Context: an optimization exercise on an open-source flow, tuned for small area, a short achievable clock period and few clock cycles. The choices shown serve that exercise and are no tape-out recipe.
In this exercise RTL edits were held to simulation tests only and were not proved equivalent to the original.
Power figures rest on the tool's default switching activity, not on a simulated workload.

## old
==> module rfpwc_front, before the edit <==
module rfpwc_front #(
    parameter int MAX_PULSES = 128,
    parameter int ADDR_W     = 7
) (
    input  logic               clk,
    input  logic               rst_n,
    input  logic               valid,
    input  logic               go,
    input  rfpwc_pkg::item_t   item,
    input  rfpwc_pkg::cfg_t    cfg,
    output logic               st_we,
    output logic [7:0]         st_lo,
    output logic [15:0]        st_hi,
    output logic [12:0]        st_wdata,
    input  logic [12:0]        st_rdata,
    output logic               res_valid,
    output rfpwc_pkg::result_t res
);
    logic              level_reg;
    logic [15:0]       t_reg, t_next, t_inc;
    logic              t_sat;
    logic [ADDR_W:0]   count_reg;
    logic [ADDR_W-1:0] ptr_reg, ptr_next;   
    logic              ptr_step, ptr_clear;
    logic [7:0]        lo_reg;       
    logic [15:0]       hi_reg;       
    logic              level_next, held_next;
    logic [ADDR_W:0]   count_next;
    logic              held_reg;
    logic              gt_min_reg;   
    logic              lt_max_reg;   
    logic              gt_sil_reg;   
    logic              sample;
    logic              edge_s;
    logic              in_window;
    logic              has_room;
    logic              frame_end;
    logic              enough;
    logic              last;
    logic [ADDR_W-1:0] ptr_inc;
    assign sample    = valid && (item.mode == rfpwc_pkg::MODE_SAMPLE) && !held_reg;
    assign edge_s    = (item.pin_level != level_reg);
    assign in_window = gt_min_reg && lt_max_reg;
    assign has_room  = !count_reg[ADDR_W];
    assign frame_end = (count_reg != '0) && gt_sil_reg;
    assign enough    = ({2'd0, count_reg} >= cfg.min_pulses);
    assign ptr_inc   = ptr_reg + ADDR_W'(1);
    assign last      = ({1'b0, ptr_reg} + (ADDR_W+1)'(1) == count_reg);
    assign st_lo    = lo_reg;
    assign st_hi    = hi_reg;
    assign st_wdata = {t_reg[11:0], level_reg};
    assign st_we    = sample && edge_s && in_window && has_room;
    assign res_valid = valid;
    always_comb
    begin
        res = '0;
        if (item.mode == rfpwc_pkg::MODE_READ)
        begin
            if (!held_reg)
            begin
                res.kind = rfpwc_pkg::KIND_NOTHING_HELD;
            end
            else
            begin
                res.kind        = rfpwc_pkg::KIND_PULSE;
                res.pulse_width = st_rdata[12:1];
                res.pulse_level = st_rdata[0];
                res.pulse_count = 10'(count_reg);
                res.last        = last;
            end
        end
        else if (!held_reg && !edge_s && frame_end)
        begin
            res.kind        = enough ? rfpwc_pkg::KIND_FRAME_READY : rfpwc_pkg::KIND_FRAME_DROP;
            res.pulse_count = 10'(count_reg);
        end
    end
    assign t_sat = (t_reg == rfpwc_pkg::TICKS_MAX);
    assign t_inc = t_reg + 16'd1;
    always_comb
    begin
        t_next = t_reg;
        if (sample)
        begin
            if (edge_s)
            begin
                t_next = 16'd1;
            end
            else if (!t_sat)
            begin
                t_next = t_inc;
            end
        end
    end
    always_ff @(posedge clk or negedge rst_n)
    begin
        if (!rst_n)
        begin
            t_reg      <= 16'd1;
            gt_min_reg <= 1'b0;
            lt_max_reg <= 1'b1;
            gt_sil_reg <= 1'b0;
        end
        else if (go)
        begin
            t_reg <= t_next;
            if (sample && edge_s)
            begin
                gt_min_reg <= (cfg.min_width == 12'd0);
                lt_max_reg <= (cfg.max_width > 12'd1);
                gt_sil_reg <= (cfg.silence_limit == 16'd0);
            end
            else if (sample && !t_sat)
            begin
                gt_min_reg <= (t_reg >= {4'd0, cfg.min_width});
                lt_max_reg <= (t_inc < {4'd0, cfg.max_width});
                gt_sil_reg <= (t_reg >= cfg.silence_limit);
            end
            else
            begin
                gt_min_reg <= (t_reg > {4'd0, cfg.min_width});
                lt_max_reg <= (t_reg < {4'd0, cfg.max_width});
                gt_sil_reg <= (t_reg > cfg.silence_limit);
            end
        end
    end
    always_comb
    begin
        level_next = level_reg;
        count_next = count_reg;
        ptr_next   = ptr_reg;
        ptr_step   = 1'b0;
        ptr_clear  = 1'b0;
        held_next  = held_reg;
        if (valid)
        begin
            if (item.mode == rfpwc_pkg::MODE_READ)
            begin
                if (held_reg)
                begin
                    ptr_next = ptr_inc;
                    ptr_step = 1'b1;
                    if (last)
                    begin
                        held_next  = 1'b0;
                        count_next = '0;
                        ptr_next   = '0;
                        ptr_clear  = 1'b1;
                    end
                end
            end
            else if (!held_reg)
            begin
                if (edge_s)
                begin
                    level_next = item.pin_level;
                    if (in_window && has_room)
                    begin
                        count_next = count_reg + (ADDR_W+1)'(1);
                        ptr_next   = ptr_inc;
                        ptr_step   = 1'b1;
                    end
                end
                else if (frame_end)
                begin
                    ptr_next  = '0;
                    ptr_clear = 1'b1;
                    if (enough)
                    begin
                        held_next = 1'b1;
                    end
                    else
                    begin
                        count_next = '0;
                    end
                end
            end
        end
    end
    always_ff @(posedge clk or negedge rst_n)
    begin
        if (!rst_n)
        begin
            level_reg <= 1'b0;
            count_reg <= '0;
            ptr_reg   <= '0;
            lo_reg    <= 8'd1;
            hi_reg    <= 16'd1;
            held_reg  <= 1'b0;
        end
        else if (go)
        begin
            level_reg <= level_next;
            count_reg <= count_next;
            ptr_reg   <= ptr_next;
            if (ptr_clear)
            begin
                lo_reg <= 8'd1;
                hi_reg <= 16'd1;
            end
            else if (ptr_step)
            begin
                lo_reg <= {lo_reg[6:0], lo_reg[7]};
                if (lo_reg[7])
                begin
                    hi_reg <= {hi_reg[14:0], hi_reg[15]};
                end
            end
            held_reg  <= held_next;
        end
    end
endmodule
export LEC_CHECK = 0
export CAP_MARGIN = 20
export CORE_MARGIN = 2
export CORE_UTILIZATION = 60
export CTS_BUF_LIST = sky130_fd_sc_hd__clkbuf_16
export CTS_CLUSTER_DIAMETER = 100
export CTS_CLUSTER_SIZE = 25
export SLEW_MARGIN = 20
create_clock -name core_clock -period 10.0 [get_ports {clk}]
standard.sh (not shown) runs the stock make flow with config.mk's settings and CLKGATE_MAP_FILE= SYNTH_SCRIPT=/design/flow/synth_recipe.tcl, a recipe that flattens the netlist after the stock synthesis.
==> flow/flow/run.sh <==
#!/bin/bash
# The standard layout, with timing repair aimed at a tighter setup target
# than the 10 ns clock: the flow's SDC and clock are left as they are.
set -euo pipefail
bash standard.sh SETUP_SLACK_MARGIN=6.5 finish > flow.log 2>&1
Testbench counts of old, summed over its fixed seeds: cycles 178,936.
--- input diff old..new ---
diff --git a/flow/design.v b/flow/design.v
--- a/flow/design.v
+++ b/flow/design.v
@@ -64,9 +64,7 @@
 );
     logic              level_reg;
-    logic [15:0]       t_reg, t_next, t_inc;
-    logic              t_sat;
+    logic [15:0]       t_reg, t_next;
     logic [ADDR_W:0]   count_reg;
     logic [ADDR_W-1:0] ptr_reg, ptr_next;   
-    logic              ptr_step, ptr_clear;
     logic [7:0]        lo_reg;       
     logic [15:0]       hi_reg;       
@@ -122,6 +120,4 @@
         end
     end
-    assign t_sat = (t_reg == rfpwc_pkg::TICKS_MAX);
-    assign t_inc = t_reg + 16'd1;
     always_comb
     begin
@@ -133,7 +129,7 @@
                 t_next = 16'd1;
             end
-            else if (!t_sat)
+            else if (t_reg != rfpwc_pkg::TICKS_MAX)
             begin
-                t_next = t_inc;
+                t_next = t_reg + 16'd1;
             end
         end
@@ -150,23 +146,8 @@
         else if (go)
         begin
-            t_reg <= t_next;
-            if (sample && edge_s)
-            begin
-                gt_min_reg <= (cfg.min_width == 12'd0);
-                lt_max_reg <= (cfg.max_width > 12'd1);
-                gt_sil_reg <= (cfg.silence_limit == 16'd0);
-            end
-            else if (sample && !t_sat)
-            begin
-                gt_min_reg <= (t_reg >= {4'd0, cfg.min_width});
-                lt_max_reg <= (t_inc < {4'd0, cfg.max_width});
-                gt_sil_reg <= (t_reg >= cfg.silence_limit);
-            end
-            else
-            begin
-                gt_min_reg <= (t_reg > {4'd0, cfg.min_width});
-                lt_max_reg <= (t_reg < {4'd0, cfg.max_width});
-                gt_sil_reg <= (t_reg > cfg.silence_limit);
-            end
+            t_reg      <= t_next;
+            gt_min_reg <= (t_next > {4'd0, cfg.min_width});
+            lt_max_reg <= (t_next < {4'd0, cfg.max_width});
+            gt_sil_reg <= (t_next > cfg.silence_limit);
         end
     end
@@ -176,6 +157,4 @@
         count_next = count_reg;
         ptr_next   = ptr_reg;
-        ptr_step   = 1'b0;
-        ptr_clear  = 1'b0;
         held_next  = held_reg;
         if (valid)
@@ -186,5 +165,4 @@
                 begin
                     ptr_next = ptr_inc;
-                    ptr_step = 1'b1;
                     if (last)
                     begin
@@ -192,5 +170,4 @@
                         count_next = '0;
                         ptr_next   = '0;
-                        ptr_clear  = 1'b1;
                     end
                 end
@@ -205,11 +182,9 @@
                         count_next = count_reg + (ADDR_W+1)'(1);
                         ptr_next   = ptr_inc;
-                        ptr_step   = 1'b1;
                     end
                 end
                 else if (frame_end)
                 begin
-                    ptr_next  = '0;
-                    ptr_clear = 1'b1;
+                    ptr_next = '0;
                     if (enough)
                     begin
@@ -240,17 +215,6 @@
             count_reg <= count_next;
             ptr_reg   <= ptr_next;
-            if (ptr_clear)
-            begin
-                lo_reg <= 8'd1;
-                hi_reg <= 16'd1;
-            end
-            else if (ptr_step)
-            begin
-                lo_reg <= {lo_reg[6:0], lo_reg[7]};
-                if (lo_reg[7])
-                begin
-                    hi_reg <= {hi_reg[14:0], hi_reg[15]};
-                end
-            end
+            lo_reg    <= 8'd1 << ptr_next[2:0];
+            hi_reg    <= 16'd1 << ptr_next[6:3];
             held_reg  <= held_next;
         end
[summary]
Min mean instance size in the synthesized netlist across new and old: new
Going from old to new, delay contributed by the slowest stage of the critical path grows by 0.17 ns.
Going from old to new, the minimum period implied by the final worst setup slack was found to have gone down by 0.028 ns.
The higher final setup slack of the worst path came out of new.
Between old and new, combinational share of power increased.
Testbench counts of new, summed over its fixed seeds: cycles 178,936.

[afterwards: timing with drivers on the ports]
The results above use ideal ports. As a check the final layouts listed here were re-extracted and re-timed, cells and wires unchanged.
Step 1 assumes that a clkbuf_16 drives the clock port and a buf_2 every other input.
Step 2 also shifts input and output timing later by t, the mid clock arrival at the registers, as if the neighbouring blocks saw the same clock.
Slacks: no drivers / after step 1 / after step 2; pairs: no drivers / after step 1.
run	t, ns	slack for setup (ns)	hold slack, ns	slew at the worst register clock pin (ns)	worst slew at a driven data input, ns
old	0.771	6.404 / 6.439 / 5.692	0.496 / 0.496 / 0.496	0.11 / 0.11	0.04
new	0.764	6.432 / 6.432 / 5.949	0.505 / 0.505 / 0.505	0.11 / 0.11	0.05
After both steps setup and hold are still met in every run listed. The setup slack of old, which loses most, moves by +0.035 ns with the drivers and by -0.712 ns with both steps.
